This is an optimization exercise on Yosys and OpenROAD, whose aim is small area, a short achievable clock period and few clock cycles per item, not a production implementation. Where RTL was checked, it was by simulation tests only, not by an equivalence proof against the original. Power is estimated from default activity; no workload was simulated.

==> module mmu_bounds_guard, before the edit <==
module mmu_bounds_guard
#(
  parameter int ADDR_W = mmu_bounds_guard_pkg::ADDR_W_DEF,
  parameter int SEL_W  = mmu_bounds_guard_pkg::SEL_W_DEF,
  parameter int NSEG   = mmu_bounds_guard_pkg::NSEG_DEF
) (
  input  logic              clk,
  input  logic              rst,
  input  logic              we,
  input  logic [SEL_W-1:0]  sel,
  input  logic [31:0]       lower,
  input  logic [31:0]       upper,
  input  logic              req_valid,
  output logic              req_ready,
  input  logic [ADDR_W-1:0] req_addr,
  input  logic              req_wr,
  output logic              mem_valid,
  input  logic              mem_ready,
  output logic [ADDR_W-1:0] mem_addr,
  output logic              mem_wr,
  output logic              exc,
  output logic [ADDR_W-1:0] exc_addr,
  output logic [SEL_W-1:0]  exc_sel,
  input  logic              exc_ack
);
  logic [SEL_W-1:0]  act;
  logic              dead;
  logic              fresh;
  logic [ADDR_W-1:0] lo;
  logic [ADDR_W-1:0] hi;
  logic              hi_big;
  mmu_bounds_table #(
    .ADDR_W (ADDR_W),
    .SEL_W  (SEL_W),
    .NSEG   (NSEG)
  ) u_table (
    .clk        (clk),
    .rst        (rst),
    .we         (we),
    .sel        (sel),
    .lower      (lower),
    .upper      (upper),
    .active_sel (act),
    .dead       (dead),
    .fresh      (fresh),
    .lo         (lo),
    .hi         (hi),
    .hi_big     (hi_big)
  );
  logic              mv_q;
  logic              ex_q;
  logic              chk_q;
  logic              idle_q;
  logic [ADDR_W-1:0] addr_q;
  logic              wr_q;
  logic [SEL_W-1:0]  sel_q;
  logic              free;
  logic              same;
  logic [ADDR_W-1:0] a;
  logic              pass;
  assign free = idle_q || (mv_q && mem_ready) || (ex_q && exc_ack);
  assign same = we && (sel == act);
  assign a    = chk_q ? addr_q : req_addr;
  assign pass = (fresh && (a == '0)) ||
                (!dead && mmu_bounds_guard_pkg::ge(a, lo) &&
                 (hi_big || mmu_bounds_guard_pkg::ge(hi, a)));
  always_ff @(posedge clk or posedge rst) begin
    if (rst) begin
      mv_q   <= 1'b0;
      ex_q   <= 1'b0;
      chk_q  <= 1'b0;
      idle_q <= 1'b1;
    end else if (chk_q) begin
      mv_q   <= pass;
      ex_q   <= !pass;
      chk_q  <= 1'b0;
    end else if (free) begin
      mv_q   <= req_valid && !same && pass;
      ex_q   <= req_valid && !same && !pass;
      chk_q  <= req_valid && same;
      idle_q <= !req_valid;
    end
  end
  always_ff @(posedge clk) begin
    if (free) begin
      addr_q <= req_addr;
      wr_q   <= req_wr;
      sel_q  <= act;
    end
  end
  assign req_ready = free;
  assign mem_valid = mv_q;
  assign mem_addr  = addr_q;
  assign mem_wr    = wr_q;
  assign exc       = ex_q;
  assign exc_addr  = addr_q;
  assign exc_sel   = sel_q;
endmodule
==> flow/config.mk <==
export PLATFORM = sky130hd
export DESIGN_NAME = mmu_bounds_guard
export DESIGN_NICKNAME = mmu_bounds_guard
export VERILOG_FILES = /design/flow/design.v
export SDC_FILE = /design/flow/constraint.sdc
export NUM_CORES = 4
export LEC_CHECK = 0
export CAP_MARGIN = 20
export CORE_MARGIN = 2
export CORE_UTILIZATION = 45
export SETUP_SLACK_MARGIN = 3.0
export SLEW_MARGIN = 20
==> flow/constraint.sdc <==
create_clock -name core_clock -period 5.5 [get_ports {clk}]
set_input_delay 1.1000 -clock core_clock [delete_from_list [all_inputs] [get_ports {clk}]]
set_output_delay 1.1000 -clock core_clock [all_outputs]
set_load 0.01 [all_outputs]
standard.sh (not shown) runs the stock make flow with config.mk's settings and CLKGATE_MAP_FILE= SYNTH_SCRIPT=/design/flow/synth_recipe.tcl, a recipe that flattens the netlist after the stock synthesis.
==> flow/flow/run.sh <==
#!/bin/bash
# Standard ORFS layout, with plain buf_1 cells on the ports instead of the
# delay buffers buffer_ports picks by default, and the delay-cell families
# kept out of the post-synthesis repairs. Synthesis is the standard one.
set -euo pipefail
PLAT_DONT_USE=$(make -s -C "$FLOW_HOME" DESIGN_CONFIG="$FLOW_CONFIG" print-DONT_USE_CELLS 2>/dev/null | sed -n 's/^DONT_USE_CELLS: //p')
EXTRA="sky130_fd_sc_hd__clkdlybuf4s15_1 sky130_fd_sc_hd__clkdlybuf4s15_2 sky130_fd_sc_hd__clkdlybuf4s18_1 sky130_fd_sc_hd__clkdlybuf4s18_2 sky130_fd_sc_hd__clkdlybuf4s25_1 sky130_fd_sc_hd__clkdlybuf4s25_2 sky130_fd_sc_hd__clkdlybuf4s50_1 sky130_fd_sc_hd__clkdlybuf4s50_2 sky130_fd_sc_hd__dlygate4sd1_1 sky130_fd_sc_hd__dlygate4sd2_1 sky130_fd_sc_hd__dlygate4sd3_1 sky130_fd_sc_hd__dlymetal6s2s_1 sky130_fd_sc_hd__dlymetal6s4s_1 sky130_fd_sc_hd__dlymetal6s6s_1"
echo "platform dont_use: $PLAT_DONT_USE" > flow_vars.log
bash standard.sh synth > synth.log 2>&1
bash standard.sh "BUFFER_PORTS_ARGS=-buffer_cell sky130_fd_sc_hd__buf_1" "DONT_USE_CELLS=$PLAT_DONT_USE $EXTRA" finish > layout.log 2>&1
Change:
--- a/flow/design.v
+++ b/flow/design.v
@@ -122,5 +122,4 @@
   logic              ex_q;
   logic              chk_q;
-  logic              idle_q;
   logic [ADDR_W-1:0] addr_q;
   logic              wr_q;
@@ -130,5 +129,5 @@
   logic [ADDR_W-1:0] a;
   logic              pass;
-  assign free = idle_q || (mv_q && mem_ready) || (ex_q && exc_ack);
+  assign free = !((mv_q && !mem_ready) || (ex_q && !exc_ack) || chk_q);
   assign same = we && (sel == act);
   assign a    = chk_q ? addr_q : req_addr;
@@ -138,17 +137,15 @@
   always_ff @(posedge clk or posedge rst) begin
     if (rst) begin
-      mv_q   <= 1'b0;
-      ex_q   <= 1'b0;
-      chk_q  <= 1'b0;
-      idle_q <= 1'b1;
+      mv_q  <= 1'b0;
+      ex_q  <= 1'b0;
+      chk_q <= 1'b0;
     end else if (chk_q) begin
-      mv_q   <= pass;
-      ex_q   <= !pass;
-      chk_q  <= 1'b0;
+      mv_q  <= pass;
+      ex_q  <= !pass;
+      chk_q <= 1'b0;
     end else if (free) begin
-      mv_q   <= req_valid && !same && pass;
-      ex_q   <= req_valid && !same && !pass;
-      chk_q  <= req_valid && same;
-      idle_q <= !req_valid;
+      mv_q  <= req_valid && !same && pass;
+      ex_q  <= req_valid && !same && !pass;
+      chk_q <= req_valid && same;
     end
   end
Result: The changed run finished with timing, DRC and antenna clean. Via count goes down by about 7%. Worst hold slack got worse by 0.0077 ns. Global-route usage goes up by 1.0 points. Utilization goes up by 0.93 points. Total power goes up by about 10%. Routed wire length goes down by 2.0%. Synthesized area goes down by 3.0%. Critical path depth goes up by 2. Cell count goes down by 3.3%. Sequential share of layout area goes up by 0.66 points. Sequential power goes up by 8.7%. Die area goes down by 2.9%.
Testbench counts after the change, summed over its fixed seeds: cycles 16,058, items 16,000.
Only the layout flow was run in the first run of this note; the RTL was not checked for function there.

* * *

Setup of cedar:
Another version of the RTL of mmu_bounds_guard (not shown whole).
For scale: ~160 I/O pins, roughly 4700 um^2 of cells after synthesis.
==> module mmu_bounds_table, before the edit <==
module mmu_bounds_table
#(
  parameter int ADDR_W = mmu_bounds_guard_pkg::ADDR_W_DEF,
  parameter int SEL_W  = mmu_bounds_guard_pkg::SEL_W_DEF,
  parameter int NSEG   = mmu_bounds_guard_pkg::NSEG_DEF
) (
  input  logic              clk,
  input  logic              rst,
  input  logic              we,
  input  logic [SEL_W-1:0]  sel,
  input  logic [31:0]       lower,
  input  logic [31:0]       upper,
  output logic [SEL_W-1:0]  active_sel,
  output logic              dead,
  output logic              fresh,
  output logic [ADDR_W-1:0] lo,
  output logic [ADDR_W-1:0] hi,
  output logic              hi_big
);
  logic [SEL_W-1:0]  act_q;
  logic              dead_q;
  logic              fresh_q;
  logic [ADDR_W-1:0] lo_q;
  logic [ADDR_W-1:0] hi_q;
  logic              hi_big_q;
  always_ff @(posedge clk or posedge rst) begin
    if (rst) begin
      act_q   <= '0;
      dead_q  <= 1'b1;
      fresh_q <= 1'b1;
    end else if (we) begin
      act_q   <= sel;
      dead_q  <= (32'(sel) >= NSEG) || (lower[31:ADDR_W] != '0);
      fresh_q <= 1'b0;
    end
  end
  always_ff @(posedge clk) begin
    if (we) begin
      lo_q     <= lower[ADDR_W-1:0];
      hi_q     <= upper[ADDR_W-1:0];
      hi_big_q <= upper[31:ADDR_W] != '0;
    end
  end
  assign active_sel = act_q;
  assign dead       = dead_q;
  assign fresh      = fresh_q;
  assign lo         = lo_q;
  assign hi         = hi_q;
  assign hi_big     = hi_big_q;
endmodule
==> module mmu_bounds_check, before the edit <==
module mmu_bounds_check
#(
  parameter int W = mmu_bounds_guard_pkg::ADDR_W_DEF
) (
  input  logic [W-1:0] an,
  input  logic [W-1:0] lo,
  input  logic [W-1:0] hi,
  input  logic         hi_big,
  input  logic         dead,
  input  logic         fresh,
  output logic         pass
);
  localparam int LV = mmu_bounds_guard_pkg::levels(W);
  logic [W-1:0] g_lo, l_lo;
  logic [W-1:0] g_hi, l_hi;
  for (genvar i = 0; i < W; i++) begin : g_bit
    mmu_bounds_nor2  u_g_lo (.a(an[i]), .b(lo[i]), .y(g_lo[i]));
    mmu_bounds_nand2 u_l_lo (.a(an[i]), .b(lo[i]), .y(l_lo[i]));
    mmu_bounds_nand2 u_g_hi (.a(hi[i]), .b(an[i]), .y(g_hi[i]));
    mmu_bounds_nor2  u_l_hi (.a(hi[i]), .b(an[i]), .y(l_hi[i]));
  end
  logic rl_lo, rl_hi;
  mmu_bounds_lt_tree #(.W(W), .KIND_A(1)) u_t_lo (.g(g_lo), .l(l_lo), .rl(rl_lo));
  mmu_bounds_lt_tree #(.W(W), .KIND_A(0)) u_t_hi (.g(g_hi), .l(l_hi), .rl(rl_hi));
  localparam bit ROOT_A_LO = (LV % 2 == 0);
  localparam bit ROOT_A_HI = (LV % 2 == 1);
  logic ge_lo, ge_hi, zero;
  assign ge_lo = ROOT_A_LO ? rl_lo : ~rl_lo;
  assign ge_hi = ROOT_A_HI ? rl_hi : ~rl_hi;
  mmu_bounds_and_all #(.W(W)) u_zero (.a(an), .y(zero));
  assign pass = (fresh & zero) | (~dead & ge_lo & (hi_big | ge_hi));
endmodule
==> module mmu_bounds_guard, before the edit <==
module mmu_bounds_guard
#(
  parameter int ADDR_W = mmu_bounds_guard_pkg::ADDR_W_DEF,
  parameter int SEL_W  = mmu_bounds_guard_pkg::SEL_W_DEF,
  parameter int NSEG   = mmu_bounds_guard_pkg::NSEG_DEF
) (
  input  logic              clk,
  input  logic              rst,
  input  logic              we,
  input  logic [SEL_W-1:0]  sel,
  input  logic [31:0]       lower,
  input  logic [31:0]       upper,
  input  logic              req_valid,
  output logic              req_ready,
  input  logic [ADDR_W-1:0] req_addr,
  input  logic              req_wr,
  output logic              mem_valid,
  input  logic              mem_ready,
  output logic [ADDR_W-1:0] mem_addr,
  output logic              mem_wr,
  output logic              exc,
  output logic [ADDR_W-1:0] exc_addr,
  output logic [SEL_W-1:0]  exc_sel,
  input  logic              exc_ack
);
  logic [SEL_W-1:0]  act;
  logic              dead;
  logic              fresh;
  logic [ADDR_W-1:0] lo;
  logic [ADDR_W-1:0] hi;
  logic              hi_big;
  mmu_bounds_table #(
    .ADDR_W (ADDR_W),
    .SEL_W  (SEL_W),
    .NSEG   (NSEG)
  ) u_table (
    .clk        (clk),
    .rst        (rst),
    .we         (we),
    .sel        (sel),
    .lower      (lower),
    .upper      (upper),
    .active_sel (act),
    .dead       (dead),
    .fresh      (fresh),
    .lo         (lo),
    .hi         (hi),
    .hi_big     (hi_big)
  );
  logic              v_q;
  logic              pass_q;
  logic              chk_q;
  logic              busy_q;
  logic [ADDR_W-1:0] addr_q;
  logic              wr_q;
  logic [SEL_W-1:0]  sel_q;
  logic              free;
  logic              same;
  logic [ADDR_W-1:0] an;
  logic              pass;
  logic n_mv, n_ex;
  mmu_bounds_nand3 u_n_mv (.a(v_q), .b(pass_q),  .c(mem_ready), .y(n_mv));
  mmu_bounds_nand3 u_n_ex (.a(v_q), .b(!pass_q), .c(exc_ack),   .y(n_ex));
  mmu_bounds_nand3 u_rdy  (.a(busy_q), .b(n_mv), .c(n_ex), .y(req_ready));
  assign free = !busy_q || (v_q && (pass_q ? mem_ready : exc_ack));
  assign same = we && (sel == act);
  mmu_bounds_mux2i #(.W(ADDR_W)) u_amux (.a(req_addr), .b(addr_q), .s(chk_q), .y(an));
  mmu_bounds_check #(.W(ADDR_W)) u_check (
    .an     (an),
    .lo     (lo),
    .hi     (hi),
    .hi_big (hi_big),
    .dead   (dead),
    .fresh  (fresh),
    .pass   (pass)
  );
  always_ff @(posedge clk or posedge rst) begin
    if (rst) begin
      v_q    <= 1'b0;
      chk_q  <= 1'b0;
      busy_q <= 1'b0;
    end else if (chk_q) begin
      v_q    <= 1'b1;
      chk_q  <= 1'b0;
    end else if (free) begin
      v_q    <= req_valid && !same;
      chk_q  <= req_valid && same;
      busy_q <= req_valid;
    end
  end
  always_ff @(posedge clk) begin
    if (chk_q || free) begin
      pass_q <= pass;
    end
    if (free) begin
      addr_q <= req_addr;
      wr_q   <= req_wr;
      sel_q  <= act;
    end
  end
  assign mem_valid = v_q && pass_q;
  assign mem_addr  = addr_q;
  assign mem_wr    = wr_q;
  assign exc       = v_q && !pass_q;
  assign exc_addr  = addr_q;
  assign exc_sel   = sel_q;
endmodule
export LEC_CHECK = 0
export CAP_MARGIN = 20
export CORE_MARGIN = 2
export CORE_UTILIZATION = 45
export SETUP_SLACK_MARGIN = 2.8
export SLEW_MARGIN = 20
export SYNTH_HIERARCHICAL = 1
create_clock -name core_clock -period 5.5 [get_ports {clk}]
==> flow/flow/run.sh <==
#!/bin/bash
# Standard ORFS layout, with plain buf_1 cells on the ports instead of the
# delay buffers buffer_ports picks by default, and the delay-cell families
# kept out of the post-synthesis repairs. Synthesis is the standard one.
set -euo pipefail
PLAT_DONT_USE=$(make -s -C "$FLOW_HOME" DESIGN_CONFIG="$FLOW_CONFIG" print-DONT_USE_CELLS 2>/dev/null | sed -n 's/^DONT_USE_CELLS: //p')
EXTRA="sky130_fd_sc_hd__clkdlybuf4s15_1 sky130_fd_sc_hd__clkdlybuf4s15_2 sky130_fd_sc_hd__clkdlybuf4s18_1 sky130_fd_sc_hd__clkdlybuf4s18_2 sky130_fd_sc_hd__clkdlybuf4s25_1 sky130_fd_sc_hd__clkdlybuf4s25_2 sky130_fd_sc_hd__clkdlybuf4s50_1 sky130_fd_sc_hd__clkdlybuf4s50_2 sky130_fd_sc_hd__dlygate4sd1_1 sky130_fd_sc_hd__dlygate4sd2_1 sky130_fd_sc_hd__dlygate4sd3_1 sky130_fd_sc_hd__dlymetal6s2s_1 sky130_fd_sc_hd__dlymetal6s4s_1 sky130_fd_sc_hd__dlymetal6s6s_1"
echo "platform dont_use: $PLAT_DONT_USE" > flow_vars.log
bash standard.sh synth > synth.log 2>&1
bash standard.sh "BUFFER_PORTS_ARGS=-buffer_cell sky130_fd_sc_hd__buf_1" "POST_FLOORPLAN_TCL=$PWD/flow/downsize.tcl" "DONT_USE_CELLS=$PLAT_DONT_USE $EXTRA" finish > layout.log 2>&1
==> flow/flow/downsize.tcl <==
# Post-floorplan hook: set every combinational cell that synthesis mapped
# at a larger drive strength back to drive 1 (same function), so that the
# repair steps that follow upsize only what timing needs. Registers, ties
# and buffers are left alone.
set db [ord::get_db]
set n 0
foreach inst [[ord::get_db_block] getInsts] {
  set m [[$inst getMaster] getName]
  if {[regexp {^sky130_fd_sc_hd__(a21oi|o21ai|a21o|o21a|nand2|nor2|nand3|nor3|nand4|nor4|a22oi|o22ai|a211oi|o211ai|a31oi|o31ai|mux2i|xor2|xnor2|inv)_(2|4)$} $m -> fam drv]} {
    set small [$db findMaster sky130_fd_sc_hd__${fam}_1]
    if {$small ne "NULL" && $small ne ""} {
      $inst swapMaster $small
      incr n
    }
  }
}
puts "downsize.tcl: set $n cells to drive 1"
Testbench counts of cedar, summed over its fixed seeds: cycles 16,058, items 16,000.
The following lists how birch was set up differently from cedar:
--- a/flow/design.v
+++ b/flow/design.v
@@ -20,27 +20,27 @@
   input  logic [31:0]       lower,
   input  logic [31:0]       upper,
   output logic [SEL_W-1:0]  active_sel,
-  output logic              dead,
-  output logic              fresh,
+  output logic              live,
+  output logic              written,
   output logic [ADDR_W-1:0] lo,
   output logic [ADDR_W-1:0] hi,
   output logic              hi_big
 );
   logic [SEL_W-1:0]  act_q;
-  logic              dead_q;
-  logic              fresh_q;
+  logic              live_q;
+  logic              written_q;
   logic [ADDR_W-1:0] lo_q;
   logic [ADDR_W-1:0] hi_q;
   logic              hi_big_q;
   always_ff @(posedge clk or posedge rst) begin
     if (rst) begin
-      act_q   <= '0;
-      dead_q  <= 1'b1;
-      fresh_q <= 1'b1;
+      act_q     <= '0;
+      live_q    <= 1'b0;
+      written_q <= 1'b0;
     end else if (we) begin
-      act_q   <= sel;
-      dead_q  <= (32'(sel) >= NSEG) || (lower[31:ADDR_W] != '0);
-      fresh_q <= 1'b0;
+      act_q     <= sel;
+      live_q    <= (32'(sel) < NSEG) && (lower[31:ADDR_W] == '0);
+      written_q <= 1'b1;
     end
   end
   always_ff @(posedge clk) begin
@@ -51,8 +51,8 @@
     end
   end
   assign active_sel = act_q;
-  assign dead       = dead_q;
-  assign fresh      = fresh_q;
+  assign live       = live_q;
+  assign written    = written_q;
   assign lo         = lo_q;
   assign hi         = hi_q;
   assign hi_big     = hi_big_q;
@@ -65,8 +65,8 @@
   input  logic [W-1:0] lo,
   input  logic [W-1:0] hi,
   input  logic         hi_big,
-  input  logic         dead,
-  input  logic         fresh,
+  input  logic         live,
+  input  logic         written,
   output logic         pass
 );
   localparam int LV = mmu_bounds_guard_pkg::levels(W);
@@ -87,7 +87,7 @@
   assign ge_lo = ROOT_A_LO ? rl_lo : ~rl_lo;
   assign ge_hi = ROOT_A_HI ? rl_hi : ~rl_hi;
   mmu_bounds_and_all #(.W(W)) u_zero (.a(an), .y(zero));
-  assign pass = (fresh & zero) | (~dead & ge_lo & (hi_big | ge_hi));
+  assign pass = (~written & zero) | (live & ge_lo & (hi_big | ge_hi));
 endmodule
 module mmu_bounds_lt_tree
 #(
@@ -224,8 +224,8 @@
   input  logic              exc_ack
 );
   logic [SEL_W-1:0]  act;
-  logic              dead;
-  logic              fresh;
+  logic              live;
+  logic              written;
   logic [ADDR_W-1:0] lo;
   logic [ADDR_W-1:0] hi;
   logic              hi_big;
@@ -241,8 +241,8 @@
     .lower      (lower),
     .upper      (upper),
     .active_sel (act),
-    .dead       (dead),
-    .fresh      (fresh),
+    .live       (live),
+    .written    (written),
     .lo         (lo),
     .hi         (hi),
     .hi_big     (hi_big)
@@ -270,8 +270,8 @@
     .lo     (lo),
     .hi     (hi),
     .hi_big (hi_big),
-    .dead   (dead),
-    .fresh  (fresh),
+    .live    (live),
+    .written (written),
     .pass   (pass)
   );
   always_ff @(posedge clk or posedge rst) begin
## What came out
Changes observed in birch relative to cedar: average wire length per cell after detail routing -about 1.2%; routed wire length lower.
Die area of cedar is on par with birch.
Taking cedar as the reference, in birch first-iteration detailed-routing DRC count fell by about 17%, worst max-slew margin expressed relative to the limit increased 9.0 points, net switching power figure rose by 0.52%, clock transition at the registers of the reported paths comparable, design area decreased 1.1%.
birch has share of power burned in combinational logic above what cedar had.
Testbench counts of birch, summed over its fixed seeds: cycles 16,058, items 16,000.

-- re-timing with driven ports --
In the flow no input, the clock included, has a driving cell. The finished layouts below were timed again as built, in two steps. Step 1 (the two cells are an assumption about what drives the block):
set clk [get_ports {clk}]
set_driving_cell -lib_cell sky130_fd_sc_hd__clkbuf_16 $clk
set_driving_cell -lib_cell sky130_fd_sc_hd__buf_2 [delete_from_list [all_inputs] $clk]
Step 2 times the ports against the registers' clock, not the clock port: input delays grow and output delays shrink by t, the midpoint of the rising clock arrivals with the driver on. a / b / c = ideal ports / drivers / drivers and shift; a / b = the first two.
run | shift t [ns] | slack for setup (ns) | latest minus earliest clock arrival (ns) | cell pins on the clock port's net
the first run of note 1 | 0.413 | 2.688 / 2.644 / 2.392 | 0.009 / 0.010 | 1
the second run of note 1 | 0.401 | 2.693 / 2.666 / 2.312 | 0.016 / 0.016 | 1
cedar | 0.377 | 2.888 / 2.865 / 2.570 | 0.015 / 0.015 | 1
birch | 0.377 | 2.892 / 2.870 / 2.591 | 0.014 / 0.013 | 1
After both steps every run listed still meets setup and hold. The setup slack of the second run of note 1, which loses most, moves by -0.027 ns with the drivers and by -0.381 ns with both steps.
